What follows belongs to an exercise in optimizing a design on an open flow for a short achievable clock period and few clock cycles per item; a production flow would make more cautious choices. Only simulation tests tie the RTL to the original design; equivalence was not proved. Power is estimated from default activity; no workload was simulated.

Setup of old:
==> flow/design.v <==
`timescale 1ns/1ps
package stack_cpu_pkg;
    parameter int data_len = 8;
    parameter int addr_len = 8;
    typedef logic [data_len-1:0] data_word_t;
    typedef logic [addr_len-1:0] mem_addr_t;
    typedef logic [3:0]          opcode_t;
    localparam opcode_t OP_PUSH  = 4'd0;
    localparam opcode_t OP_LOAD  = 4'd1;
    localparam opcode_t OP_STORE = 4'd2;
    localparam opcode_t OP_ADD = 4'd8;
    localparam opcode_t OP_SUB = 4'd9;
    localparam opcode_t OP_AND = 4'd10;
    localparam opcode_t OP_XOR = 4'd11;
    typedef enum logic [2:0] {
        XFER_IDLE,
        XFER_PUSH,
        XFER_POP,
        XFER_LOAD,
        XFER_WAIT,
        XFER_STORE
    } xfer_state_t;
    typedef enum logic [1:0] {
        ALU_IDLE,
        ALU_POP_B,
        ALU_POP_A,
        ALU_PUSH
    } alu_state_t;
endpackage
`timescale 1ns/1ps
module stack_memory #(
    parameter int DATA_LEN    = stack_cpu_pkg::data_len,
    parameter int STACK_DEPTH = 8
) (
    input  logic                      clk,
    input  logic                      rstn,
    input  logic                      push,       
    input  logic                      pop,        
    input  stack_cpu_pkg::data_word_t top,
    output stack_cpu_pkg::data_word_t second
);
    logic [DATA_LEN-1:0] s [1:STACK_DEPTH-1];
    assign second = s[1];
    always_ff @(posedge clk or negedge rstn) begin
        if (!rstn) begin
            for (int i = 1; i < STACK_DEPTH; i++) s[i] <= '0;
        end else if (push) begin
            s[1] <= top;
            for (int i = 2; i < STACK_DEPTH; i++) s[i] <= s[i-1];
        end else if (pop) begin
            for (int i = 1; i < STACK_DEPTH-1; i++) s[i] <= s[i+1];
            s[STACK_DEPTH-1] <= '0;
        end
    end
endmodule
`timescale 1ns/1ps
`timescale 1ns/1ps
module data_ram #(
    parameter int DATA_LEN = stack_cpu_pkg::data_len
) (
    input  logic                      clk,
    input  logic                      wr_en,
    input  stack_cpu_pkg::mem_addr_t  addr,
    input  stack_cpu_pkg::data_word_t wr_data,
    output stack_cpu_pkg::data_word_t rd_data,
    output logic                      rd_hit,
    output stack_cpu_pkg::data_word_t wb_word
);
    logic [DATA_LEN-1:0] lvl [9][256];    
    logic                wb_valid;
    logic [7:0]          wb_addr;
    logic [DATA_LEN-1:0] wb_data;
    logic [15:0]         wb_hi, wb_lo;    
    always_ff @(posedge clk) begin
        wb_valid <= wr_en;
        wb_addr  <= addr;
        wb_data  <= wr_data;
        wb_hi    <= wr_en ? (16'd1 << addr[7:4]) : 16'd0;
        wb_lo    <= wr_en ? (16'd1 << addr[3:0]) : 16'd0;
    end
    for (genvar w = 0; w < 256; w++) begin : g_word
        logic [DATA_LEN-1:0] q;
        always_ff @(posedge clk) begin
            if (wb_hi[w / 16] && wb_lo[w % 16]) begin
                q <= wb_data;
            end
        end
        assign lvl[0][w] = q;
    end
    for (genvar l = 0; l < 8; l++) begin : g_lvl
        for (genvar i = 0; i < (256 >> (l + 1)); i++) begin : g_mux
            assign lvl[l+1][i] = addr[l] ? lvl[l][2*i+1] : lvl[l][2*i];
        end
    end
    assign rd_data = lvl[8][0];
    assign rd_hit  = wb_valid && wb_addr == addr;
    assign wb_word = wb_data;
endmodule
`timescale 1ns/1ps
`timescale 1ns/1ps
module stack_alu_unit #(
    parameter int DATA_LEN = stack_cpu_pkg::data_len
) (
    input  logic [DATA_LEN-1:0] a,
    input  logic [DATA_LEN-1:0] b,
    input  logic [1:0]          op,
    output logic [DATA_LEN-1:0] r
);
    logic [DATA_LEN-1:0] sum, diff;
    stack_alu_adder #(.N(DATA_LEN)) u_add (.a(a), .b(b),  .cin(1'b0), .s(sum));
    stack_alu_adder #(.N(DATA_LEN)) u_sub (.a(a), .b(~b), .cin(1'b1), .s(diff));
    always_comb begin
        case (op)
            2'd0: r = sum;
            2'd1: r = diff;
            2'd2: r = a & b;
            default: r = a ^ b;
        endcase
    end
endmodule
module stack_alu_adder #(
    parameter int N = 8
) (
    input  logic [N-1:0] a,
    input  logic [N-1:0] b,
    input  logic         cin,
    output logic [N-1:0] s
);
    logic [N-1:0] p, g, gg, pp, gn, pn;
    always_comb begin
        p = a ^ b;
        g = a & b;
        gg = g;
        pp = p;
        gg[0] = g[0] | (p[0] & cin);
        for (int d = 1; d < N; d = d * 2) begin
            gn = gg;
            pn = pp;
            for (int i = d; i < N; i++) begin
                gn[i] = gg[i] | (pp[i] & gg[i-d]);
                pn[i] = pp[i] & pp[i-d];
            end
            gg = gn;
            pp = pn;
        end
        s[0] = p[0] ^ cin;
        for (int i = 1; i < N; i++) s[i] = p[i] ^ gg[i-1];
    end
endmodule
`timescale 1ns/1ps
module stack_cpu #(
    parameter int DATA_LEN    = stack_cpu_pkg::data_len,
    parameter int ADDR_LEN    = stack_cpu_pkg::addr_len,
    parameter int STACK_DEPTH = 8
) (
    input  logic                             clk,
    input  logic                             rstn,
    input  logic                             start,
    input  stack_cpu_pkg::opcode_t           opcode,
    input  stack_cpu_pkg::data_word_t        operand,
    output logic                             done,
    output stack_cpu_pkg::data_word_t        stack_top,
    output logic [$clog2(STACK_DEPTH+1)-1:0] stack_count,
    output logic                             fault
);
    localparam int CNT_W = $clog2(STACK_DEPTH + 1);
    logic is_push, is_load, is_store, is_alu;
    logic full, empty, lt2, full_q, empty_q, lt2_q;
    logic push_ok, load_ok, pop_op;
    logic [DATA_LEN-1:0] top_q, top_n_q, ld_q, ld_n_q, alu_q, alu_n_q;
    logic [DATA_LEN-1:0] top_i, top_d, second, rd_data, alu_r;
    logic [DATA_LEN-1:0] ld_d, alu_d, keep_d, wb_word;
    logic                rd_hit;
    logic [CNT_W-1:0]    count_q, count_n_q, count, count_d;
    assign done = start;
    assign is_push  = start && opcode == stack_cpu_pkg::OP_PUSH;
    assign is_load  = start && opcode == stack_cpu_pkg::OP_LOAD;
    assign is_store = start && opcode == stack_cpu_pkg::OP_STORE;
    assign is_alu   = start && opcode[3:2] == 2'b10;
    assign full  = full_q;
    assign empty = empty_q;
    assign lt2   = lt2_q;
    assign push_ok = (is_push || is_load) && !full;
    assign load_ok = is_load && !full;
    assign pop_op  = is_store || is_alu;
    assign stack_top   = ld_q | alu_q | top_q;
    assign stack_count = count_q;
    assign count       = ~count_n_q;
    always_comb begin
        count_d = count;
        if (push_ok) begin
            count_d = count + 1'b1;
        end else if (is_store) begin
            if (!empty) count_d = count - 1'b1;
        end else if (is_alu) begin
            if (!lt2) count_d = count - 1'b1;
            else      count_d = CNT_W'(1);
        end
    end
    assign top_i = ~(ld_n_q & alu_n_q & top_n_q);
    stack_alu_unit #(.DATA_LEN(DATA_LEN)) u_alu (
        .a(second), .b(top_i), .op(opcode[1:0]), .r(alu_r)
    );
    stack_memory #(.DATA_LEN(DATA_LEN), .STACK_DEPTH(STACK_DEPTH)) u_stack (
        .clk(clk), .rstn(rstn), .push(push_ok), .pop(pop_op),
        .top(top_i), .second(second)
    );
    data_ram #(.DATA_LEN(DATA_LEN)) u_ram (
        .clk(clk), .wr_en(is_store), .addr(operand), .wr_data(top_i),
        .rd_data(rd_data), .rd_hit(rd_hit), .wb_word(wb_word)
    );
    always_comb begin
        top_d = top_i;
        if (load_ok && rd_hit) begin
            top_d = wb_word;
        end else if (is_push && !full) begin
            top_d = operand;
        end else if (is_store) begin
            top_d = second;
        end
    end
    assign ld_d   = (load_ok && !rd_hit) ? rd_data : '0;
    assign alu_d  = is_alu ? alu_r : '0;
    assign keep_d = ((load_ok && !rd_hit) || is_alu) ? '0 : top_d;
    always_ff @(posedge clk or negedge rstn) begin
        if (!rstn) begin
            ld_n_q  <= '1;
            alu_n_q <= '1;
            top_n_q <= '1;
        end else begin
            ld_n_q  <= ~ld_d;
            alu_n_q <= ~alu_d;
            top_n_q <= ~keep_d;
        end
    end
    always_ff @(posedge clk or negedge rstn) begin
        if (!rstn) begin
            top_q  <= '0;
            ld_q   <= '0;
            alu_q  <= '0;
            count_q   <= '0;
            count_n_q <= '1;
            full_q    <= 1'b0;
            empty_q   <= 1'b1;
            lt2_q     <= 1'b1;
            fault  <= 1'b0;
        end else begin
            top_q  <= keep_d;
            ld_q   <= ld_d;
            alu_q  <= alu_d;
            count_q   <= count_d;
            count_n_q <= ~count_d;
            full_q    <= count_d == CNT_W'(STACK_DEPTH);
            empty_q   <= count_d == '0;
            lt2_q     <= count_d < CNT_W'(2);
            if (((is_push || is_load) && full) || (is_store && empty) || (is_alu && lt2)) begin
                fault <= 1'b1;
            end
        end
    end
endmodule
Settings: LEC_CHECK=0, CAP_MARGIN=20, CORE_MARGIN=2, CORE_UTILIZATION=60, PLACE_DENSITY=0.7, SETUP_SLACK_MARGIN=2.4, SLEW_MARGIN=20; clock period 5.0 ns.
run.sh (not shown) runs the stock make flow with config.mk's settings and CLKGATE_MAP_FILE= SYNTH_SCRIPT=/design/flow/synth_recipe.tcl, a recipe that flattens the netlist after the stock synthesis.
old did not stop at any stage, and its layout met the timing, design-rule and antenna checks.
Testbench counts of old, summed over its fixed seeds: cycles 16,008, instrs 16,000.
Changes in new relative to old:
--- a/flow/design.v
+++ b/flow/design.v
@@ -61,11 +61,9 @@
     input  logic                      clk,
     input  logic                      wr_en,
     input  stack_cpu_pkg::mem_addr_t  addr,
     input  stack_cpu_pkg::data_word_t wr_data,
-    output stack_cpu_pkg::data_word_t rd_data,
-    output logic                      rd_hit,
-    output stack_cpu_pkg::data_word_t wb_word
+    output stack_cpu_pkg::data_word_t rd_data
 );
     logic [DATA_LEN-1:0] lvl [9][256];    
     logic                wb_valid;
     logic [7:0]          wb_addr;
@@ -91,11 +89,9 @@
         for (genvar i = 0; i < (256 >> (l + 1)); i++) begin : g_mux
             assign lvl[l+1][i] = addr[l] ? lvl[l][2*i+1] : lvl[l][2*i];
         end
     end
-    assign rd_data = lvl[8][0];
-    assign rd_hit  = wb_valid && wb_addr == addr;
-    assign wb_word = wb_data;
+    assign rd_data = (wb_valid && wb_addr == addr) ? wb_data : lvl[8][0];
 endmodule
 `timescale 1ns/1ps
 `timescale 1ns/1ps
 module stack_alu_unit #(
@@ -164,23 +160,22 @@
     output logic                             fault
 );
     localparam int CNT_W = $clog2(STACK_DEPTH + 1);
     logic is_push, is_load, is_store, is_alu;
-    logic full, empty, lt2, full_q, empty_q, lt2_q;
+    logic full, empty, lt2;
     logic push_ok, load_ok, pop_op;
     logic [DATA_LEN-1:0] top_q, top_n_q, ld_q, ld_n_q, alu_q, alu_n_q;
     logic [DATA_LEN-1:0] top_i, top_d, second, rd_data, alu_r;
-    logic [DATA_LEN-1:0] ld_d, alu_d, keep_d, wb_word;
-    logic                rd_hit;
+    logic [DATA_LEN-1:0] ld_d, alu_d, keep_d;
     logic [CNT_W-1:0]    count_q, count_n_q, count, count_d;
     assign done = start;
     assign is_push  = start && opcode == stack_cpu_pkg::OP_PUSH;
     assign is_load  = start && opcode == stack_cpu_pkg::OP_LOAD;
     assign is_store = start && opcode == stack_cpu_pkg::OP_STORE;
     assign is_alu   = start && opcode[3:2] == 2'b10;
-    assign full  = full_q;
-    assign empty = empty_q;
-    assign lt2   = lt2_q;
+    assign full  = (count == CNT_W'(STACK_DEPTH));
+    assign empty = (count == '0);
+    assign lt2   = (count < CNT_W'(2));
     assign push_ok = (is_push || is_load) && !full;
     assign load_ok = is_load && !full;
     assign pop_op  = is_store || is_alu;
     assign stack_top   = ld_q | alu_q | top_q;
@@ -206,23 +201,21 @@
         .top(top_i), .second(second)
     );
     data_ram #(.DATA_LEN(DATA_LEN)) u_ram (
         .clk(clk), .wr_en(is_store), .addr(operand), .wr_data(top_i),
-        .rd_data(rd_data), .rd_hit(rd_hit), .wb_word(wb_word)
+        .rd_data(rd_data)
     );
     always_comb begin
         top_d = top_i;
-        if (load_ok && rd_hit) begin
-            top_d = wb_word;
-        end else if (is_push && !full) begin
+        if (is_push && !full) begin
             top_d = operand;
         end else if (is_store) begin
             top_d = second;
         end
     end
-    assign ld_d   = (load_ok && !rd_hit) ? rd_data : '0;
+    assign ld_d   = load_ok ? rd_data : '0;
     assign alu_d  = is_alu ? alu_r : '0;
-    assign keep_d = ((load_ok && !rd_hit) || is_alu) ? '0 : top_d;
+    assign keep_d = (load_ok || is_alu) ? '0 : top_d;
     always_ff @(posedge clk or negedge rstn) begin
         if (!rstn) begin
             ld_n_q  <= '1;
             alu_n_q <= '1;
@@ -239,21 +232,15 @@
             ld_q   <= '0;
             alu_q  <= '0;
             count_q   <= '0;
             count_n_q <= '1;
-            full_q    <= 1'b0;
-            empty_q   <= 1'b1;
-            lt2_q     <= 1'b1;
             fault  <= 1'b0;
         end else begin
             top_q  <= keep_d;
             ld_q   <= ld_d;
             alu_q  <= alu_d;
             count_q   <= count_d;
             count_n_q <= ~count_d;
-            full_q    <= count_d == CNT_W'(STACK_DEPTH);
-            empty_q   <= count_d == '0;
-            lt2_q     <= count_d < CNT_W'(2);
             if (((is_push || is_load) && full) || (is_store && empty) || (is_alu && lt2)) begin
                 fault <= 1'b1;
             end
         end
Notes after the runs:
- The flow did not stop early for new: all stages ran, and the layout cleared the timing, design-rule and antenna checks.
- Looking at non-clock buffer count, new sits below old.
- Summary of new over old: multi-input combinational area share fell by 0.23 points, placer's final routability congestion estimate fell by 0.019.
- Status: initial core utilization parity (new, old)
- Power (lower): old
- NOTE: net switching power of the design in new exceeds that of old
- The lower setup slack came out of old.
- Going from old to new, total number of multi-input combinational cells shrank by a few percent.
- As far as sequential cell count is concerned, new and old perform about the same.
- Diff old..new | count of pins over their slew limit | unchanged
Testbench counts of new, summed over its fixed seeds: cycles 16,008, instrs 16,000.

-- static timing again, ports no longer ideal --
The flow's constraints put no driver on any port. The routed layouts listed below were extracted and timed again, unchanged, in two steps. Step 1 assumes that a clkbuf_16 drives the clock port and a buf_2 every other input. Step 2 times the ports against the registers' clock, not the clock port: input delays grow and output delays shrink by t, the midpoint of the rising clock arrivals with the driver on. Slacks: ideal ports / drivers / drivers and shift; pairs: ideal ports / drivers.
run	shift t [ns]	setup slack, ns	worst setup path after step 2	worst slew at a driven data input, ns
old	0.915	2.156 / 1.799 / 0.884	input to register	0.51
new	0.922	2.174 / 1.858 / 0.936	input to register	0.49
After both steps every run listed still meets setup and hold. For old, which loses most, drivers alone change the setup slack by -0.357 ns; drivers and shift together by -1.272 ns.
